This design comes from an exercise in tuning for small area, a short achievable clock period and few clock cycles per item on the open sky130 flow, not from production work.
RTL that was checked went through simulation tests only; none was proved equivalent to the original.
Power and IR drop assume default switching activity.

==> module mmu_bounds_check, before the edit <==
module mmu_bounds_check
#(
  parameter int W = mmu_bounds_guard_pkg::ADDR_W_DEF
) (
  input  logic [W-1:0] an,
  input  logic [W-1:0] lo,
  input  logic [W-1:0] hi,
  input  logic         hi_big,
  input  logic         dead,
  input  logic         fresh,
  output logic         pass
);
  localparam int LV = $clog2(W);
  logic [W-1:0] g_lo, l_lo;
  logic [W-1:0] g_hi, l_hi;
  for (genvar i = 0; i < W; i++) begin : g_bit
    mmu_bounds_nor2  u_g_lo (.a(an[i]), .b(lo[i]), .y(g_lo[i]));
    mmu_bounds_nand2 u_l_lo (.a(an[i]), .b(lo[i]), .y(l_lo[i]));
    mmu_bounds_nand2 u_g_hi (.a(hi[i]), .b(an[i]), .y(g_hi[i]));
    mmu_bounds_nor2  u_l_hi (.a(hi[i]), .b(an[i]), .y(l_hi[i]));
  end
  logic rl_lo, rl_hi;
  mmu_bounds_lt_tree #(.W(W), .KIND_A(1)) u_t_lo (.g(g_lo), .l(l_lo), .rl(rl_lo));
  mmu_bounds_lt_tree #(.W(W), .KIND_A(0)) u_t_hi (.g(g_hi), .l(l_hi), .rl(rl_hi));
  localparam bit ROOT_A_LO = (LV % 2 == 0);
  localparam bit ROOT_A_HI = (LV % 2 == 1);
  logic ge_lo, ge_hi, zero;
  assign ge_lo = ROOT_A_LO ? rl_lo : ~rl_lo;
  assign ge_hi = ROOT_A_HI ? rl_hi : ~rl_hi;
  mmu_bounds_and_all #(.W(W)) u_zero (.a(an), .y(zero));
  assign pass = (fresh & zero) | (~dead & ge_lo & (hi_big | ge_hi));
endmodule
==> module mmu_bounds_lt_tree, before the edit <==
module mmu_bounds_lt_tree
#(
  parameter int W      = mmu_bounds_guard_pkg::ADDR_W_DEF,
  parameter bit KIND_A = 1'b1
) (
  input  logic [W-1:0] g,
  input  logic [W-1:0] l,
  output logic         rl
);
  localparam int LV = $clog2(W);
  logic [W-1:0] gl [LV+1];
  logic [W-1:0] ll [LV+1];
  assign gl[0] = g;
  assign ll[0] = l;
  for (genvar k = 1; k <= LV; k++) begin : g_lvl
    localparam int N = (W + (1 << (k - 1)) - 1) >> (k - 1);   
    localparam bit A = KIND_A ^ ((k - 1) % 2 == 1);            
    for (genvar i = 0; i < N / 2; i++) begin : g_node
      if (A) begin : g_a
        mmu_bounds_node_a u_n (.g1(gl[k-1][2*i+1]), .l1(ll[k-1][2*i+1]),
                               .g0(gl[k-1][2*i]),   .l0(ll[k-1][2*i]),
                               .g(gl[k][i]), .l(ll[k][i]));
      end else begin : g_b
        mmu_bounds_node_b u_n (.g1(gl[k-1][2*i+1]), .l1(ll[k-1][2*i+1]),
                               .g0(gl[k-1][2*i]),   .l0(ll[k-1][2*i]),
                               .g(gl[k][i]), .l(ll[k][i]));
      end
    end
    if (N % 2 == 1) begin : g_odd
      mmu_bounds_inv u_ig (.a(gl[k-1][N-1]), .y(gl[k][N/2]));
      mmu_bounds_inv u_il (.a(ll[k-1][N-1]), .y(ll[k][N/2]));
    end
    if (N / 2 + N % 2 < W) begin : g_unused
      assign gl[k][W-1:N/2+N%2] = '0;
      assign ll[k][W-1:N/2+N%2] = '0;
    end
  end
  assign rl = ll[LV][0];
endmodule
Settings: LEC_CHECK=0, CAP_MARGIN=20, CORE_MARGIN=2, CORE_UTILIZATION=45, SETUP_SLACK_MARGIN=2.9, SLEW_MARGIN=20, SYNTH_HIERARCHICAL=1; clock period 5.5 ns.
standard.sh (not shown) runs the stock make flow with config.mk's settings and CLKGATE_MAP_FILE= SYNTH_SCRIPT=/design/flow/synth_recipe.tcl, a recipe that flattens the netlist after the stock synthesis.
==> flow/flow/run.sh <==
#!/bin/bash
# Standard ORFS layout, with plain buf_1 cells on the ports instead of the
# delay buffers buffer_ports picks by default, and the delay-cell families
# kept out of the post-synthesis repairs. Synthesis is the standard one.
set -euo pipefail
PLAT_DONT_USE=$(make -s -C "$FLOW_HOME" DESIGN_CONFIG="$FLOW_CONFIG" print-DONT_USE_CELLS 2>/dev/null | sed -n 's/^DONT_USE_CELLS: //p')
EXTRA="sky130_fd_sc_hd__clkdlybuf4s15_1 sky130_fd_sc_hd__clkdlybuf4s15_2 sky130_fd_sc_hd__clkdlybuf4s18_1 sky130_fd_sc_hd__clkdlybuf4s18_2 sky130_fd_sc_hd__clkdlybuf4s25_1 sky130_fd_sc_hd__clkdlybuf4s25_2 sky130_fd_sc_hd__clkdlybuf4s50_1 sky130_fd_sc_hd__clkdlybuf4s50_2 sky130_fd_sc_hd__dlygate4sd1_1 sky130_fd_sc_hd__dlygate4sd2_1 sky130_fd_sc_hd__dlygate4sd3_1 sky130_fd_sc_hd__dlymetal6s2s_1 sky130_fd_sc_hd__dlymetal6s4s_1 sky130_fd_sc_hd__dlymetal6s6s_1"
echo "platform dont_use: $PLAT_DONT_USE" > flow_vars.log
bash standard.sh synth > synth.log 2>&1
bash standard.sh "BUFFER_PORTS_ARGS=-buffer_cell sky130_fd_sc_hd__buf_1" "DONT_USE_CELLS=$PLAT_DONT_USE $EXTRA" finish > layout.log 2>&1
Next try:
--- a/flow/design.v
+++ b/flow/design.v
@@ -1,8 +1,12 @@
 package mmu_bounds_guard_pkg;
   localparam int ADDR_W_DEF = 26;
   localparam int SEL_W_DEF  = 4;
   localparam int NSEG_DEF   = 11;
+  function automatic int levels(input int n);
+    levels = (n <= 1) ? 0 : (n <= 2) ? 1 : (n <= 4) ? 2 : (n <= 8) ? 3 :
+             (n <= 16) ? 4 : (n <= 32) ? 5 : 6;
+  endfunction
 endpackage
 module mmu_bounds_table
 #(
   parameter int ADDR_W = mmu_bounds_guard_pkg::ADDR_W_DEF,
@@ -64,9 +68,9 @@
   input  logic         dead,
   input  logic         fresh,
   output logic         pass
 );
-  localparam int LV = $clog2(W);
+  localparam int LV = mmu_bounds_guard_pkg::levels(W);
   logic [W-1:0] g_lo, l_lo;
   logic [W-1:0] g_hi, l_hi;
   for (genvar i = 0; i < W; i++) begin : g_bit
     mmu_bounds_nor2  u_g_lo (.a(an[i]), .b(lo[i]), .y(g_lo[i]));
@@ -93,9 +97,9 @@
   input  logic [W-1:0] g,
   input  logic [W-1:0] l,
   output logic         rl
 );
-  localparam int LV = $clog2(W);
+  localparam int LV = mmu_bounds_guard_pkg::levels(W);
   logic [W-1:0] gl [LV+1];
   logic [W-1:0] ll [LV+1];
   assign gl[0] = g;
   assign ll[0] = l;
After rerunning: Sequential share of layout area stays the same. Clock power is about the same. Total power stays the same. Worst setup slack stays the same. Global-route usage does not change. Die area does not change. Maximum frequency does not change. Clock skew is unchanged. Utilization is unchanged.
Testbench counts after the change, summed over its fixed seeds: cycles 16,058, items 16,000.
Only the layout flow was run in the first run of this note; the RTL was not checked for function there.

==> separate check: timing with driven ports <==
Ports are ideal in the flow. The routed layouts listed here were re-timed in OpenROAD. Step 1 sets driving cells, clkbuf_16 on the clock port and buf_2 on the other inputs (assumed; they add their load-dependent delay and slew). Step 2 adds t to the input delays and takes it off the output delays; t is the mean of the earliest and latest rising clock arrival at the registers after step 1. Input paths then give back, and output paths get back, about the clock's delay inside the block. Three values: ideal ports, drivers, drivers and shift; two values: the first two.
run | t, ns | setup slack, ns | hold slack, ns | worst setup path at the end | worst data-port slew with drivers (ns)
the first run | 0.379 | 2.927 / 2.894 / 2.591 | 0.495 / 0.495 / 0.495 | input to register | 0.05
the second run | 0.379 | 2.927 / 2.894 / 2.591 | 0.495 / 0.495 / 0.495 | input to register | 0.05
After both steps setup and hold are still met in every run listed.
